What follows belongs to an exercise in optimizing a design on an open flow for small area, a short achievable clock period and few clock cycles per item; a production flow would make more cautious choices.
RTL that was checked went through simulation tests only; none was proved equivalent to the original.

Setup of oak:
// teleop_drive_and_gimbal_command_unit
module teleop_drive_and_gimbal_command_unit
(
    input  logic        i_clk,
    input  logic        i_rst_n,
    input  logic [39:0] s_axis_tdata,
    input  logic        s_axis_tvalid,
    output logic        s_axis_tready,
    output logic [87:0] m_axis_tdata,
    output logic        m_axis_tvalid,
    input  logic        m_axis_tready,
    input  logic        i_cfg_we,
    input  logic [2:0]  i_cfg_idx,
    input  logic [19:0] i_cfg_data
);
Size in the first run: about 3900 cells after synthesis, roughly 160 I/O pins.
clock: 8.0 ns
lec_check: 0
abc_area: 1
cap_margin: 20
core_margin: 2
core_utilization: 65
place_density: 0.8
setup_slack_margin: 4.2
slew_margin: 20
run.sh (not shown) runs the stock make flow with config.mk's settings and CLKGATE_MAP_FILE= SYNTH_SCRIPT=/design/flow/synth_recipe.tcl, a recipe that flattens the netlist after the stock synthesis.
oak did not stop at any stage, and its layout met the timing, DRC and antenna checks.
Testbench counts of oak, summed over its fixed seeds: cycles 2,440, items 2,400.
For pine, these inputs were changed with respect to oak:
-- flow/config.mk --
<<< oak, line 9
export CAP_MARGIN = 20
export CORE_MARGIN = 2
export CORE_UTILIZATION = 65
export PLACE_DENSITY = 0.8
export SETUP_SLACK_MARGIN = 4.2
export SLEW_MARGIN = 20
>>> pine, line 9
export CAP_MARGIN = 20
export CORE_MARGIN = 2
export CORE_UTILIZATION = 55
export PLACE_DENSITY = 0.72
export SETUP_SLACK_MARGIN = 4.0
export SLEW_MARGIN = 20
Findings:
Higher worst hold slack among oak and pine: pine
When pine is measured against oak, its global routing usage on met3 turns out 1.5 points lower.
The total routing resource utilization after global routing in pine was lower than what oak gave.
pine vs. oak: clock skew went down by 0.0048 ns.
pine has less setup slack than oak.
The clock buffer count number comes out lower for pine vs oak.

---

## the baseline
Another version of the RTL of teleop_drive_and_gimbal_command_unit (not shown whole).
For scale: roughly 3400 cells after synthesis, about 160 I/O pins.
make LEC_CHECK=0 CAP_MARGIN=20 CORE_MARGIN=2 CORE_UTILIZATION=40 PLACE_DENSITY=0.6 SLEW_MARGIN=20 finish   # period 8.0 ns
[inputs] the candidate vs the baseline
-- flow/config.mk --
<<< the baseline, line 11
export PLACE_DENSITY = 0.6
export SLEW_MARGIN = 20
>>> the candidate, line 11
export PLACE_DENSITY = 0.6
export SETUP_SLACK_MARGIN = 3.0
export SLEW_MARGIN = 20
Findings:
- In the tables for the candidate and the baseline, met2 wire length reads lower with the baseline.
- Comparing the candidate and the baseline, the lower largest stage delay on the critical path was measured on the candidate.
- Going from the baseline to the candidate, global-route usage up 0.82 points; design area up 0.0016 sq mm; number of standard cells in the layout, taps in and fillers out up about 2%; non-clock buffer count up 54%.
- The higher wire length of the first global-routing pass came out of the candidate.
- The baseline → the candidate: final period demand of the worst path shows a reduction of 0.92 ns, number of DRC violations after detailed-routing iteration 0 shows an increase of 48, number of cell instances on the worst register-to-register path shows an increase of 14%.
Function was not checked in any run of this note: the RTL went through the layout flow alone.

---

the previous run:
Another version of the RTL of teleop_drive_and_gimbal_command_unit (not shown whole).
Size: about 3900 cells after synthesis, about 450 flip-flops, roughly 160 I/O pins, roughly 0.039 mm2 of cells after synthesis.
==> flow/config.mk <==
export PLATFORM = sky130hd
export DESIGN_NAME = teleop_drive_and_gimbal_command_unit
export DESIGN_NICKNAME = teleop_drive_and_gimbal_command_unit
export VERILOG_FILES = /design/flow/design.v
export SDC_FILE = /design/flow/constraint.sdc
export NUM_CORES = 4
export LEC_CHECK = 0
export CAP_MARGIN = 20
export CORE_MARGIN = 2
export CORE_UTILIZATION = 40
export PLACE_DENSITY = 0.6
export SLEW_MARGIN = 20
==> flow/constraint.sdc <==
create_clock -name core_clock -period 8.0 [get_ports {i_clk}]
set_input_delay 1.6000 -clock core_clock [delete_from_list [all_inputs] [get_ports {i_clk}]]
set_output_delay 1.6000 -clock core_clock [all_outputs]
set_load 0.01 [all_outputs]
The previous run completed every stage of the flow, and the final layout passed the timing, DRC and antenna checks.
Relative to the previous run, the following input files were edited for the current run:
Settings: SETUP_SLACK_MARGIN now 3.0, previously not set.
--- outcome ---
Going from the previous run to the current run, initial antenna violation count went down by 2.
Number of filler instances in the final layout: the current run vs the previous run down about 3.5%
Per the comparison of the current run with the previous run, count of multi-input gates roughly the same; area growth from synthesis to final layout higher; post-layout worst setup margin higher.
The startpoint of the worst setup timing path comes out r_x2[5]$_DFFE_PN_ in one run and r_x2[3]$_DFFE_PN_ in the other, namely in the current run and the previous run respectively.
On post-placement worst setup slack, the current run does better than the previous run.
No run of this note included a check of the RTL's function; only the layout flow was run.

---

## wip/tundra
teleop_drive_and_gimbal_command_unit, a different RTL version from the one above (not shown whole).
Size: about 4000 cells after synthesis, about 460 flip-flops, about 160 I/O pins, roughly 0.034 mm^2 of cells after synthesis.
clock: 8.0 ns
lec_check: 0
abc_area: 1
cap_margin: 20
core_margin: 2
core_utilization: 65
place_density: 0.8
setup_slack_margin: 4.2
slew_margin: 20
In summary, wip/tundra completed successfully, with a layout that passed the timing, DRC and antenna checks.
Testbench counts of wip/tundra, summed over its fixed seeds: cycles 2,440, items 2,400.
diff inputs: wip/tundra => wip/willow
- a change of SETUP_SLACK_MARGIN from 4.2 to 4.0
- a change of CORE_UTILIZATION from 65 to 55
- a change of PLACE_DENSITY from 0.8 to 0.72
--- outcome ---
Post-layout instance count excluding filler cells is lower on wip/tundra
wip/tundra → wip/willow: fraction of the core area covered by cells at the end of the flow fell 12 points; worst slack after detailed placement rose 0.019 ns.

---

Another version of the RTL of teleop_drive_and_gimbal_command_unit (not shown whole).
Size in the first run: roughly 430 flip-flops, ~160 I/O pins, roughly 34,000 um^2 of cells after synthesis.
export LEC_CHECK = 0
export CAP_MARGIN = 20
export CORE_MARGIN = 2
export CORE_UTILIZATION = 40
export PLACE_DENSITY = 0.6
export SETUP_SLACK_MARGIN = 3.0
export SLEW_MARGIN = 20
create_clock -name core_clock -period 8.0 [get_ports {i_clk}]
The baseline finished clean.
Change:
--- a/flow/config.mk
+++ b/flow/config.mk
@@ -10,3 +10,3 @@
-export CORE_UTILIZATION = 40
-export PLACE_DENSITY = 0.6
-export SETUP_SLACK_MARGIN = 3.0
+export CORE_UTILIZATION = 55
+export PLACE_DENSITY = 0.72
+export SETUP_SLACK_MARGIN = 4.0
What happened:
- The changed run completed without violations
- final area goes up by 3.3%
- maximum frequency goes up by 0.41%
- die area goes down by 27%
- hold slack gets better by 0.020 ns
Function was not checked in any run of this note: the RTL went through the layout flow alone.

---

v29:
teleop_drive_and_gimbal_command_unit, a different RTL version from the one above (not shown whole).
Size: roughly 0.033 mm^2 of cells after synthesis.
make LEC_CHECK=0 ABC_CLOCK_PERIOD_IN_PS=4500 CAP_MARGIN=20 CORE_MARGIN=2 CORE_UTILIZATION=40 PLACE_DENSITY=0.6 SETUP_SLACK_MARGIN=3.0 SLEW_MARGIN=20 finish   # period 8.0 ns
In summary, v29 completed successfully, with a layout that passed the timing, DRC and antenna checks.
Edits applied to the flow inputs when going from v29 to v50:
- ABC_CLOCK_PERIOD_IN_PS no longer set, was 4500
- CORE_UTILIZATION now 55, was 40
- PLACE_DENSITY now 0.72, was 0.6
Results
In v50, the core outline area came out about 27% below the value in v29. Comparing v50 against v29, there is no change at all in area fraction in compound gates after synthesis. v29 -> v50: HPWL after detailed placement increased by a few percent. v50 vs v29: area after detailed placement down slightly. Final routed wirelength across all metal layers in v50 is 2900 um higher than in v29. Going from v29 to v50, CTS buffer count decreased 2.
diff inputs: v50 => v18
- CORE_UTILIZATION: 55 -> 40
- PLACE_DENSITY: 0.72 -> 0.6
==> comparison <==
- Reported for v50 and v18, sequential cell count turned out identical to the last digit.
- [compare] base=v50 new=v18: minimum clock period after layout moved down.
- v18 completed every stage of the flow, and the final layout passed the timing, DRC and antenna checks.
No functional check of the RTL was part of any run of this note.

---

RTL: one of the versions met above, not the one the previous note started from.
For scale: roughly 3,900 cells after synthesis, about 460 flip-flops, about 160 I/O pins.
Settings: LEC_CHECK=0, ABC_AREA=1, CAP_MARGIN=20, CORE_MARGIN=2, CORE_UTILIZATION=55, CTS_BUF_LIST=sky130_fd_sc_hd__clkbuf_4 sky130_fd_sc_hd__clkbuf_8, CTS_CLUSTER_SIZE=24, PLACE_DENSITY=0.72, SETUP_SLACK_MARGIN=4.0, SLEW_MARGIN=20; clock period 8.0 ns.
The baseline produced a clean layout.
Testbench counts at the start, summed over its fixed seeds: cycles 2,440, items 2,400.
Then changed:
Settings changed: CTS_BUF_LIST sky130_fd_sc_hd__clkbuf_4 sky130_fd_sc_hd__clkbuf_8 to default, CTS_CLUSTER_SIZE 24 to default, SETUP_SLACK_MARGIN 4.0 to 3.0.
Clock-buffer cell count is lower by 51.
Via count is lower by 1.9%.
Clock skew stays flat.
Non-clock buffer count is lower by 65.
Setup slack got worse by 630 ps.
Routed wire length is lower by 1.6%.
Maximum frequency is lower by 14%.
Register-to-register slack got worse by 630 ps.
Then changed:
Settings changed: SETUP_SLACK_MARGIN 3.0 to 4.5.
Effect:
- The new run passed the timing, DRC and antenna checks
- count of clock-buffer cells in the layout rises by 3
- die area does not change
- final area came out higher by about 13%

---

Setup of quartz:
teleop_drive_and_gimbal_command_unit, a different RTL version from the one above (not shown whole).
Size in the first run: about 430 flip-flops, ~0.034 mm² of cells after synthesis.
Settings: LEC_CHECK=0, CAP_MARGIN=20, CORE_MARGIN=2, CORE_UTILIZATION=40, PLACE_DENSITY=0.6, SETUP_SLACK_MARGIN=4.0, SLEW_MARGIN=20; clock period 8.0 ns.
quartz reached the final stage; the timing, DRC and antenna checks on its layout passed.
Testbench counts of quartz, summed over its fixed seeds: cycles 2,440, items 2,400.
diff inputs: quartz => raven
- changing SETUP_SLACK_MARGIN from 4.0 to 3.0
### Flow results
raven completed end to end with timing, DRC and antenna clean.
raven: register-to-register slack 0.05 ns below quartz
Number of cells after detailed placement of quartz is on par with raven.
Wire length of the first global-routing pass: raven vs quartz down about 1.1%
For the sequential share of layout area, raven came in 0.82 points higher than quartz did.
raven ended up with a higher total clock buffers created by CTS than quartz did.
From quartz to raven the numbers moved as follows: number of cells on the worst reg-to-reg path -2; met1 track demand over resource in global routing -0.17 points; slack of the critical path -0.054 ns.

separate check: timing with driven ports:
The results above use ideal ports. As a check the final layouts listed here were re-extracted and re-timed, cells and wires unchanged.
Step 1, drivers: a clkbuf_16 drives i_clk and a buf_2 each remaining input, both assumed.
Step 2, shift: input delay + t, output delay - t, t = (earliest + latest rising clock arrival at the registers) / 2. This alone moves slack from input paths to output paths.
Slacks: ideal ports / drivers / drivers and shift; pairs: ideal ports / drivers.
| run | t, ns | setup WS [ns] | worst setup path at the end | clock arrival spread, ns |
|---|---|---|---|---|
| oak | 0.681 | 4.189 / 4.189 / 3.729 | input to register | 0.050 / 0.050 |
| pine | 0.682 | 4.046 / 4.046 / 3.798 | input to register | 0.046 / 0.045 |
| the baseline | 0.658 | 1.168 / 1.168 / 1.168 | register to register | 0.030 / 0.030 |
| the candidate | 0.666 | 2.085 / 2.085 / 2.085 | register to register | 0.031 / 0.030 |
| the previous run | 0.678 | 1.275 / 1.275 / 1.275 | register to register | 0.077 / 0.078 |
| the current run | 0.698 | 1.862 / 1.862 / 1.862 | register to register | 0.097 / 0.097 |
| wip/tundra | 0.682 | 4.215 / 4.215 / 3.709 | input to register | 0.021 / 0.021 |
| wip/willow | 0.677 | 4.001 / 4.001 / 3.570 | input to register | 0.029 / 0.029 |
| the first run of note 5 | 0.664 | 3.133 / 3.133 / 3.107 | input to register | 0.050 / 0.050 |
| the second run of note 5 | 0.659 | 3.153 / 3.153 / 3.153 | register to register | 0.034 / 0.033 |
| v29 | 0.655 | 2.732 / 2.732 / 2.732 | register to register | 0.039 / 0.039 |
| v50 | 0.647 | 2.728 / 2.728 / 2.728 | register to register | 0.059 / 0.059 |
| v18 | 0.655 | 2.732 / 2.732 / 2.732 | register to register | 0.039 / 0.039 |
| the first run of note 7 | 0.740 | 3.982 / 3.982 / 3.833 | input to register | 0.047 / 0.047 |
| the second run of note 7 | 0.681 | 3.353 / 3.353 / 3.287 | input to register | 0.047 / 0.047 |
| the third run of note 7 | 0.677 | 4.315 / 4.315 / 3.993 | input to register | 0.047 / 0.047 |
| quartz | 0.661 | 2.850 / 2.850 / 2.850 | register to register | 0.037 / 0.037 |
| raven | 0.677 | 2.796 / 2.796 / 2.796 | register to register | 0.063 / 0.064 |
After both steps setup and hold are still met in every run listed. The setup slack of wip/tundra, which loses most, moves by 0.000 ns with the drivers and by -0.506 ns with both steps.
